Source: an optimization exercise on an open RTL-to-GDS flow (aim: small area and a short achievable clock period). Production flows keep margins and buffers that such runs may drop.
Where RTL was checked, it was by simulation tests only, not by an equivalence proof against the original.
Power and IR drop assume default switching activity.

== job 104 ==
// bumpy_core
module bumpy_core (
	input wire logic clk,
	input wire logic resetN,
	input wire logic start_of_frame,
	input wire motion_pkg::keys_t keys,
	input wire logic die,
	input wire logic restart,
	input wire geom_pkg::tile_map_t tile_map,
	input wire geom_pkg::tile_coord_t teleport_target,
	output geom_pkg::pixel_t offset_x,
	output geom_pkg::pixel_t offset_y,
	output motion_pkg::move_state_e state
);
	function automatic logic [31:0] pre_and(input logic [31:0] x);
		logic [31:0] p;
		p = x;
		for (int l = 0; l < 5; l++)
			for (int i = 0; i < 32; i++)
				if (((i >> l) & 1) != 0)
					p[i] = p[i] & p[((i >> l) << l) - 1];
		pre_and = {p[30:0], 1'b1};
	endfunction
	localparam logic [2:0] S_RESET = 3'd0;
	localparam logic [2:0] S_IDLE = 3'd1;
	localparam logic [2:0] S_LEFT = 3'd2;
	localparam logic [2:0] S_RIGHT = 3'd3;
	localparam logic [2:0] S_DOWN = 3'd4;
	localparam logic [2:0] S_UP = 3'd5;
	localparam logic [2:0] S_DIE = 3'd6;
	localparam logic [28:0] RST_PX = 29'd192;    
	localparam logic [30:0] RST_PY = 31'd8960;   
	localparam logic [30:0] LIM_Y = 31'd1376;
	logic [2:0] st;
	logic [2:0] cc;
	logic sxn, sxp, syn, syp, sx_nz;
	logic [28:0] px;    
	logic [30:0] py;    
	logic [28:0] jx;    
	logic [30:0] jyl;   
	assign state = motion_pkg::move_state_e'(st);
	assign offset_x = px[13:3];
	assign offset_y = py[15:5];
	logic c_step, c_tele, c_free, c_bl, c_br;
	assign c_step = cc[0] & cc[1];
	assign c_tele = cc[0] & cc[2];
	assign c_free = cc[0] & ~cc[1] & ~cc[2];
	assign c_bl = ~cc[0] & cc[2];
	assign c_br = ~cc[0] & cc[1];
	logic [2:0] st_n;
	always_comb begin
		st_n = st;
		if (die)
			st_n = S_DIE;
		else if (st == S_RESET)
			st_n = S_IDLE;
		else if (st == S_DIE) begin
			if (restart)
				st_n = S_RESET;
		end
		else if (keys.up)
			st_n = c_free ? S_UP : S_IDLE;
		else if (keys.down)
			st_n = S_DOWN;
		else if (keys.left)
			st_n = S_LEFT;
		else if (keys.right)
			st_n = S_RIGHT;
		else
			st_n = S_IDLE;
	end
	logic dir_r;
	always_ff @(posedge clk or negedge resetN) begin
		if (!resetN) begin
			st <= S_RESET;
  ...
Size in the first run: about 130 flip-flops, about 200 I/O pins, ~13000 sq um of cells after synthesis.
==> flow/config.mk <==
export PLATFORM = sky130hd
export DESIGN_NAME = bumpy_core
export DESIGN_NICKNAME = bumpy_core
export VERILOG_FILES = /design/flow/design.v
export SDC_FILE = /design/flow/constraint.sdc
export NUM_CORES = 4
export LEC_CHECK = 0
export CAP_MARGIN = 20
export CORE_MARGIN = 2
export CORE_UTILIZATION = 50
export CTS_BUF_LIST = sky130_fd_sc_hd__clkbuf_8
export SETUP_SLACK_MARGIN = 2.5
export SLEW_MARGIN = 20
==> flow/constraint.sdc <==
create_clock -name core_clock -period 6.0 [get_ports {clk}]
set_input_delay 1.2000 -clock core_clock [delete_from_list [all_inputs] [get_ports {clk}]]
set_output_delay 1.2000 -clock core_clock [all_outputs]
set_load 0.01 [all_outputs]
standard.sh (not shown) runs the stock make flow with config.mk's settings and CLKGATE_MAP_FILE= SYNTH_SCRIPT=/design/flow/synth_recipe.tcl, a recipe that flattens the netlist after the stock synthesis.
==> flow/flow/run.sh <==
#!/bin/bash
export BUFFER_PORTS_ARGS="-buffer_cell sky130_fd_sc_hd__buf_1"
bash standard.sh > standard.log 2>&1
--- input diff job 104..job 103 ---
--- a/flow/design.v
+++ b/flow/design.v
@@ -84,15 +84,17 @@
 	localparam logic [2:0] S_UP = 3'd5;
 	localparam logic [2:0] S_DIE = 3'd6;
 	localparam logic [28:0] RST_PX = 29'd192;    
 	localparam logic [30:0] RST_PY = 31'd8960;   
 	localparam logic [30:0] LIM_Y = 31'd1376;
 	logic [2:0] st;
 	logic [2:0] cc;
-	logic sxn, sxp, syn, syp, sx_nz;
+	logic sxn, syn, syp, sx_nz;    
+	logic sxp;
+	assign sxp = sx_nz & ~sxn;
 	logic [28:0] px;    
 	logic [30:0] py;    
 	logic [28:0] jx;    
 	logic [30:0] jyl;   
 	assign state = motion_pkg::move_state_e'(st);
 	assign offset_x = px[13:3];
 	assign offset_y = py[15:5];
@@ -128,15 +130,15 @@
 	always_ff @(posedge clk or negedge resetN) begin
 		if (!resetN) begin
 			st <= S_RESET;
 			dir_r <= 1'b0;
 		end
 		else if (start_of_frame) begin
 			st <= st_n;
-			dir_r <= (st_n == S_RIGHT);
+			dir_r <= st_n[0];
 		end
 	end
 	logic [159:0] tm;
 	assign tm = tile_map;
 	logic signed [19:0] cx, cy;
 	logic [5:0] mx, my;
 	assign cx = px[28:9];
@@ -270,20 +272,18 @@
 	end
 	logic sxn_n, sxp_n;
 	assign sxn_n = (st == S_LEFT) && !(lt_l && !sxp);
 	assign sxp_n = (st == S_RIGHT) && !(gt_r && !sxn);
 	always_ff @(posedge clk or negedge resetN) begin
 		if (!resetN) begin
 			sxn <= 1'b0;
-			sxp <= 1'b0;
 			sx_nz <= 1'b0;
 		end
 		else begin
 			sxn <= sxn_n;
-			sxp <= sxp_n;
 			sx_nz <= sxn_n | sxp_n;
 		end
 	end
 	logic jump;
 	assign jump = c_step || (st == S_UP && c_free);
 	logic [3:0] jlp, jlm;
 	logic [28:0] jpush;
@@ -320,46 +320,44 @@
 	always_ff @(posedge clk or negedge resetN) begin
 		if (!resetN)
 			jyl <= -LIM_Y;
 		else if (jump)
 			jyl <= jyn;
 	end
 	logic [28:0] tx;
-	logic [31:0] tl1, tl0, tu1, tu0;
+	logic [31:0] tl1, tl0, tu;
 	assign tl1 = pre_and({28'hfffffff, px[3:0]});
 	assign tl0 = pre_and({28'hfffffff, ~px[3:0]});
-	assign tu1 = pre_and({7'h7f, px[28:4]});
-	assign tu0 = pre_and({7'h7f, ~px[28:4]});
+	assign tu = pre_and({7'h7f, px[28:4] ^ {25{sxn}}});
 	always_comb begin
 		for (int i = 0; i < 4; i++)
-			tx[i] = sxp ? tl0[i] : tl1[i];
+			tx[i] = ~sxn ? tl0[i] : tl1[i];
 		for (int i = 4; i < 29; i++)
-			tx[i] = sxp ? ~tl0[4] & tu1[i - 4] : ~tl1[4] & tu0[i - 4];
+			tx[i] = (sxn ? ~tl1[4] : ~tl0[4]) & tu[i - 4];
 	end
 	logic [30:0] ty;
 	logic [7:0] lyp, lym;
 	assign lyp = {1'b0, py[6:0]} + 8'd75;
 	assign lym = {1'b0, py[6:0]} - 8'd75;
-	logic [31:0] ty1, ty0;
-	assign ty1 = pre_and({8'hff, py[30:7]});
-	assign ty0 = pre_and({8'hff, ~py[30:7]});
+	logic [31:0] tyu;
+	assign tyu = pre_and({8'hff, py[30:7] ^ {24{syn}}});
 	always_comb begin
 		ty[6:0] = (syp ? lyp[6:0] : lym[6:0]) ^ py[6:0];
 		for (int i = 7; i < 31; i++)
-			ty[i] = syp ? lyp[7] & ty1[i - 7] : lym[7] & ty0[i - 7];
+			ty[i] = (syn ? lym[7] : lyp[7]) & tyu[i - 7];
 	end
 	always_ff @(posedge clk or negedge resetN) begin
 		if (!resetN) begin
 			px <= RST_PX;
 			py <= RST_PY;
 		end
 		else if (c_tele) begin
 			px <= {16'd0, teleport_target.col, 9'd192};
 			py <= {16'd0, teleport_target.row, 11'd768};
 		end
 		else if (start_of_frame) begin
-			px <= px ^ ({29{sxn | sxp}} & tx);
+			px <= px ^ ({29{sx_nz}} & tx);
 			py <= py ^ ({31{syn | syp}} & ty);
 		end
 	end
 endmodule
 `default_nettype wire
==> comparison <==
Job 103 | status: complete | timing, DRC, antenna: pass
Going from job 104 to job 103, met3 usage shows an increase of 0.30 points; number of standard cells in the layout, taps in and fillers out shows a reduction of 2.3%; fraction of power consumed by sequential logic shows a reduction of 1.7 points; post-placement worst setup slack shows an increase of 0.0050 ns.
In the reports for job 103 and job 104, the larger reported combinational group power belongs to job 104.
Diff job 104 -> job 103 | area after synthesis | decrease of 1.0%
Summary — relative contribution of the clock network to total power, job 103 relative to job 104: higher, by 0.9 points.
Cmp job 103 vs job 104: number of buffers and inverters on the critical path higher in job 103
Side by side, worst-case setup margin in the final layout turned out higher in job 103 than in job 104.
Overall via count from detail_route (higher): job 104
The sequential share of layout area in job 103 was lower than what job 104 gave.
Job 103 ended with less total power than job 104.
Global-route wire length before repair ends up lower on job 103.
Job 103 does worse than job 104 on wire length.
A slowest cell on the critical path of a2111oi_1 is what job 104 shows, while dfrtp_2 belongs to job 103.
No run of this note included a check of the RTL's function; only the layout flow was run.

Another version of the RTL of bumpy_core (not shown whole).
Size in the first run: about 130 flip-flops, about 200 I/O pins, about 13000 um^2 of cells after synthesis.
==> flow/design.v (excerpt) <==
module bumpy_core (
	input wire logic clk,
	input wire logic resetN,
	input wire logic start_of_frame,
	input wire motion_pkg::keys_t keys,
	input wire logic die,
	input wire logic restart,
	input wire geom_pkg::tile_map_t tile_map,
	input wire geom_pkg::tile_coord_t teleport_target,
	output geom_pkg::pixel_t offset_x,
	output geom_pkg::pixel_t offset_y,
	output motion_pkg::move_state_e state
);
clock: 6.0 ns
lec_check: 0
cap_margin: 20
core_margin: 2
core_utilization: 45
setup_slack_margin: 2.5
slew_margin: 20
Scripts as last shown in full above: flow/flow/run.sh
The baseline passed the timing, DRC and antenna checks.
Edit:
--- a/flow/design.v
+++ b/flow/design.v
@@ -135,46 +135,39 @@
 	assign cy = py[30:11];
 	assign my = py[10:5];
 	logic inc_f, dec_l, inc_r, inc_rf, inc_rs;
 	assign inc_f = (mx >= 6'd56);
 	assign dec_l = (mx == 6'd0);
 	assign inc_r = (mx >= 6'd48);
 	assign inc_rf = (my >= 6'd48);
 	assign inc_rs = (my >= 6'd56);
-	logic [3:0] cf4, cl4, cr4;
-	logic [2:0] rf3, rs3;
-	assign cf4 = cx[3:0] + {3'd0, inc_f};
-	assign cl4 = cx[3:0] - {3'd0, dec_l};
-	assign cr4 = cx[3:0] + {3'd0, inc_r};
-	assign rf3 = cy[2:0] + {2'd0, inc_rf};
-	assign rs3 = cy[2:0] + {2'd0, inc_rs};
 	logic cx_in, cx_m1, cx_10, cy_in, cy_m1;
 	logic in_cf, in_cl, in_cr, in_rf, in_rs;
 	assign cx_in = (cx[19:4] == 16'd0) && (cx[3:0] <= 4'd9);
 	assign cx_m1 = (cx == -20'sd1);
 	assign cx_10 = (cx == 20'sd10);
 	assign cy_in = (cy[19:3] == 17'd0);
 	assign cy_m1 = (cy == -20'sd1);
 	assign in_cf = (cx_in && !(cx[3:0] == 4'd9 && inc_f)) || (cx_m1 && inc_f);
 	assign in_cl = (cx_in && !(cx[3:0] == 4'd0 && dec_l)) || (cx_10 && dec_l);
 	assign in_cr = (cx_in && !(cx[3:0] == 4'd9 && inc_r)) || (cx_m1 && inc_r);
 	assign in_rf = (cy_in && !(cy[2:0] == 3'd7 && inc_rf)) || (cy_m1 && inc_rf);
 	assign in_rs = (cy_in && !(cy[2:0] == 3'd7 && inc_rs)) || (cy_m1 && inc_rs);
 	logic [9:0] col_f, col_l, col_r;
 	logic [7:0] row_f, row_s;
 	always_comb begin
 		for (int k = 0; k < 10; k++) begin
-			col_f[k] = (cf4 == 4'(k));
-			col_l[k] = (cl4 == 4'(k));
-			col_r[k] = (cr4 == 4'(k));
+			col_f[k] = inc_f ? (cx[3:0] == 4'(k - 1)) : (cx[3:0] == 4'(k));
+			col_l[k] = dec_l ? (cx[3:0] == 4'(k + 1)) : (cx[3:0] == 4'(k));
+			col_r[k] = inc_r ? (cx[3:0] == 4'(k - 1)) : (cx[3:0] == 4'(k));
 		end
 		for (int k = 0; k < 8; k++) begin
-			row_f[k] = (rf3 == 3'(k));
-			row_s[k] = (rs3 == 3'(k));
+			row_f[k] = inc_rf ? (cy[2:0] == 3'(k - 1)) : (cy[2:0] == 3'(k));
+			row_s[k] = inc_rs ? (cy[2:0] == 3'(k - 1)) : (cy[2:0] == 3'(k));
 		end
 	end
 	logic [1:0] rsel_f [10];
 	logic rsel_s [10];
 	logic [1:0] kfs;
 	logic lbs, rbs;
 	always_comb begin
 		for (int c = 0; c < 10; c++) begin
Setup slack gains 0.053 ns.
Global-route usage increases by 4.1 points.
Count of clock-buffer cells in the layout came out higher by 4.
Non-clock buffer count went up by 8.
Clock skew came out lower by 0.0057 ns.
Total power fell by about 11%.
Wire length went up by 20%.
Utilization grows by 0.29 points.
No run of this note included a check of the RTL's function; only the layout flow was run.

== before ==
bumpy_core, a different RTL version from the one above (not shown whole).
Size: about 1600 cells after synthesis, ~130 flip-flops, ~200 I/O pins, roughly 13000 µm² of cells after synthesis.
==> flow/config.mk <==
export PLATFORM = sky130hd
export DESIGN_NAME = bumpy_core
export DESIGN_NICKNAME = bumpy_core
export VERILOG_FILES = /design/flow/design.v
export SDC_FILE = /design/flow/constraint.sdc
export NUM_CORES = 4
export LEC_CHECK = 0
export CAP_MARGIN = 20
export CORE_MARGIN = 2
export CORE_UTILIZATION = 45
export SETUP_SLACK_MARGIN = 2.5
export SLEW_MARGIN = 20
==> flow/constraint.sdc <==
create_clock -name core_clock -period 6.0 [get_ports {clk}]
set_input_delay 1.2000 -clock core_clock [delete_from_list [all_inputs] [get_ports {clk}]]
set_output_delay 1.2000 -clock core_clock [all_outputs]
set_load 0.01 [all_outputs]
Scripts as last shown in full above: flow/flow/run.sh
before finished every step from synthesis to the final layout, and the layout passed the timing, DRC and antenna checks.
For after, these inputs were changed with respect to before:
--- a/flow/design.v
+++ b/flow/design.v
@@ -164,49 +164,44 @@
 	assign cy_in = (cy[19:3] == 17'd0);
 	assign cy_m1 = (cy == -20'sd1);
 	assign in_cf = (cx_in && !(cx[3:0] == 4'd9 && inc_f)) || (cx_m1 && inc_f);
 	assign in_cl = (cx_in && !(cx[3:0] == 4'd0 && dec_l)) || (cx_10 && dec_l);
 	assign in_cr = (cx_in && !(cx[3:0] == 4'd9 && inc_r)) || (cx_m1 && inc_r);
 	assign in_rf = (cy_in && !(cy[2:0] == 3'd7 && inc_rf)) || (cy_m1 && inc_rf);
 	assign in_rs = (cy_in && !(cy[2:0] == 3'd7 && inc_rs)) || (cy_m1 && inc_rs);
-	logic [9:0] col_f, col_l, col_r;
-	logic [7:0] row_f, row_s;
+	function automatic logic m8(input logic [7:0] d, input logic [2:0] s);
+		m8 = s[2] ? (s[1] ? (s[0] ? d[7] : d[6]) : (s[0] ? d[5] : d[4]))
+		          : (s[1] ? (s[0] ? d[3] : d[2]) : (s[0] ? d[1] : d[0]));
+	endfunction
+	function automatic logic m10(input logic [9:0] d, input logic [3:0] s);
+		m10 = s[3] ? (s[0] ? d[9] : d[8]) :
+		      s[2] ? (s[1] ? (s[0] ? d[7] : d[6]) : (s[0] ? d[5] : d[4]))
+		           : (s[1] ? (s[0] ? d[3] : d[2]) : (s[0] ? d[1] : d[0]));
+	endfunction
+	logic [19:0] rowf;
+	logic [9:0] bs, f0, f1;
 	always_comb begin
-		for (int k = 0; k < 10; k++) begin
-			col_f[k] = (cf4 == 4'(k));
-			col_l[k] = (cl4 == 4'(k));
-			col_r[k] = (cr4 == 4'(k));
+		for (int i = 0; i < 20; i++) begin
+			logic [7:0] d;
+			for (int r = 0; r < 8; r++) d[r] = tm[r * 20 + i];
+			rowf[i] = m8(d, rf3);
 		end
-		for (int k = 0; k < 8; k++) begin
-			row_f[k] = (rf3 == 3'(k));
-			row_s[k] = (rs3 == 3'(k));
+		for (int c = 0; c < 10; c++) begin
+			logic [7:0] d;
+			for (int r = 0; r < 8; r++) d[r] = tm[r * 20 + 2 * c] & tm[r * 20 + 2 * c + 1];
+			bs[c] = m8(d, rs3);
+			f0[c] = rowf[2 * c];
+			f1[c] = rowf[2 * c + 1];
 		end
 	end
-	logic [1:0] rsel_f [10];
-	logic rsel_s [10];
 	logic [1:0] kfs;
 	logic lbs, rbs;
-	always_comb begin
-		for (int c = 0; c < 10; c++) begin
-			rsel_f[c] = 2'b00;
-			rsel_s[c] = 1'b0;
-			for (int r = 0; r < 8; r++) begin
-				rsel_f[c] = rsel_f[c] | ({2{row_f[r]}} & tm[2 * (r * 10 + c) +: 2]);
-				rsel_s[c] = rsel_s[c] | (row_s[r] & tm[2 * (r * 10 + c)] & tm[2 * (r * 10 + c) + 1]);
-			end
-		end
-		kfs = 2'b00;
-		lbs = 1'b0;
-		rbs = 1'b0;
-		for (int c = 0; c < 10; c++) begin
-			kfs = kfs | ({2{col_f[c]}} & rsel_f[c]);
-			lbs = lbs | (col_l[c] & rsel_s[c]);
-			rbs = rbs | (col_r[c] & rsel_s[c]);
-		end
-	end
+	assign kfs = {m10(f1, cf4), m10(f0, cf4)};
+	assign lbs = m10(bs, cl4);
+	assign rbs = m10(bs, cr4);
 	logic [1:0] kf;
 	logic lb, rb;
 	assign kf = kfs | {2{~(in_cf & in_rf)}};
 	assign lb = lbs | ~(in_cl & in_rs);
 	assign rb = rbs | ~(in_cr & in_rs);
 	logic [2:0] cc_n;
 	assign cc_n = (kf != 2'd3) ? {kf, 1'b1} : {lb, ~lb & rb, 1'b0};
Findings:
- Taking before as the reference point, the proportion of layout cells with a drive suffix above 1 of after rises by 0.62 points.
- For die area, before and after come out practically identical.
- after ends up with a switching power total that is about 4% lower than in before.
- Comparing after and before, the higher power share of the sequential group was measured on after.
- Lower power share of the clock group among after and before: after

separate check: timing with driven ports:
How much do the figures lean on ideal ports? The routed layouts below were timed once more, with nothing changed but the port constraints. Step 1 sets driving cells, clkbuf_16 on the clock port and buf_2 on the other inputs (assumed; they add their load-dependent delay and slew). Step 2 also shifts input and output timing later by t, the mid clock arrival at the registers, as if the neighbouring blocks saw the same clock. a / b / c = ideal / step 1 / step 2; a / b = the first two.
run | t, ns | setup slack, ns | cell pins on the clock port's net
job 104 | 0.495 | 2.554 / 2.554 / 2.541 | 1
job 103 | 0.517 | 2.594 / 2.594 / 2.533 | 1
the first run of note 2 | 0.474 | 1.890 / 1.890 / 1.890 | 1
the second run of note 2 | 0.491 | 1.943 / 1.943 / 1.943 | 1
before | 0.494 | 2.561 / 2.561 / 2.357 | 1
after | 0.474 | 2.646 / 2.646 / 2.595 | 1
After both steps setup and hold are still met in every run listed. The setup slack of before, which loses most, moves by 0.000 ns with the drivers and by -0.204 ns with both steps.
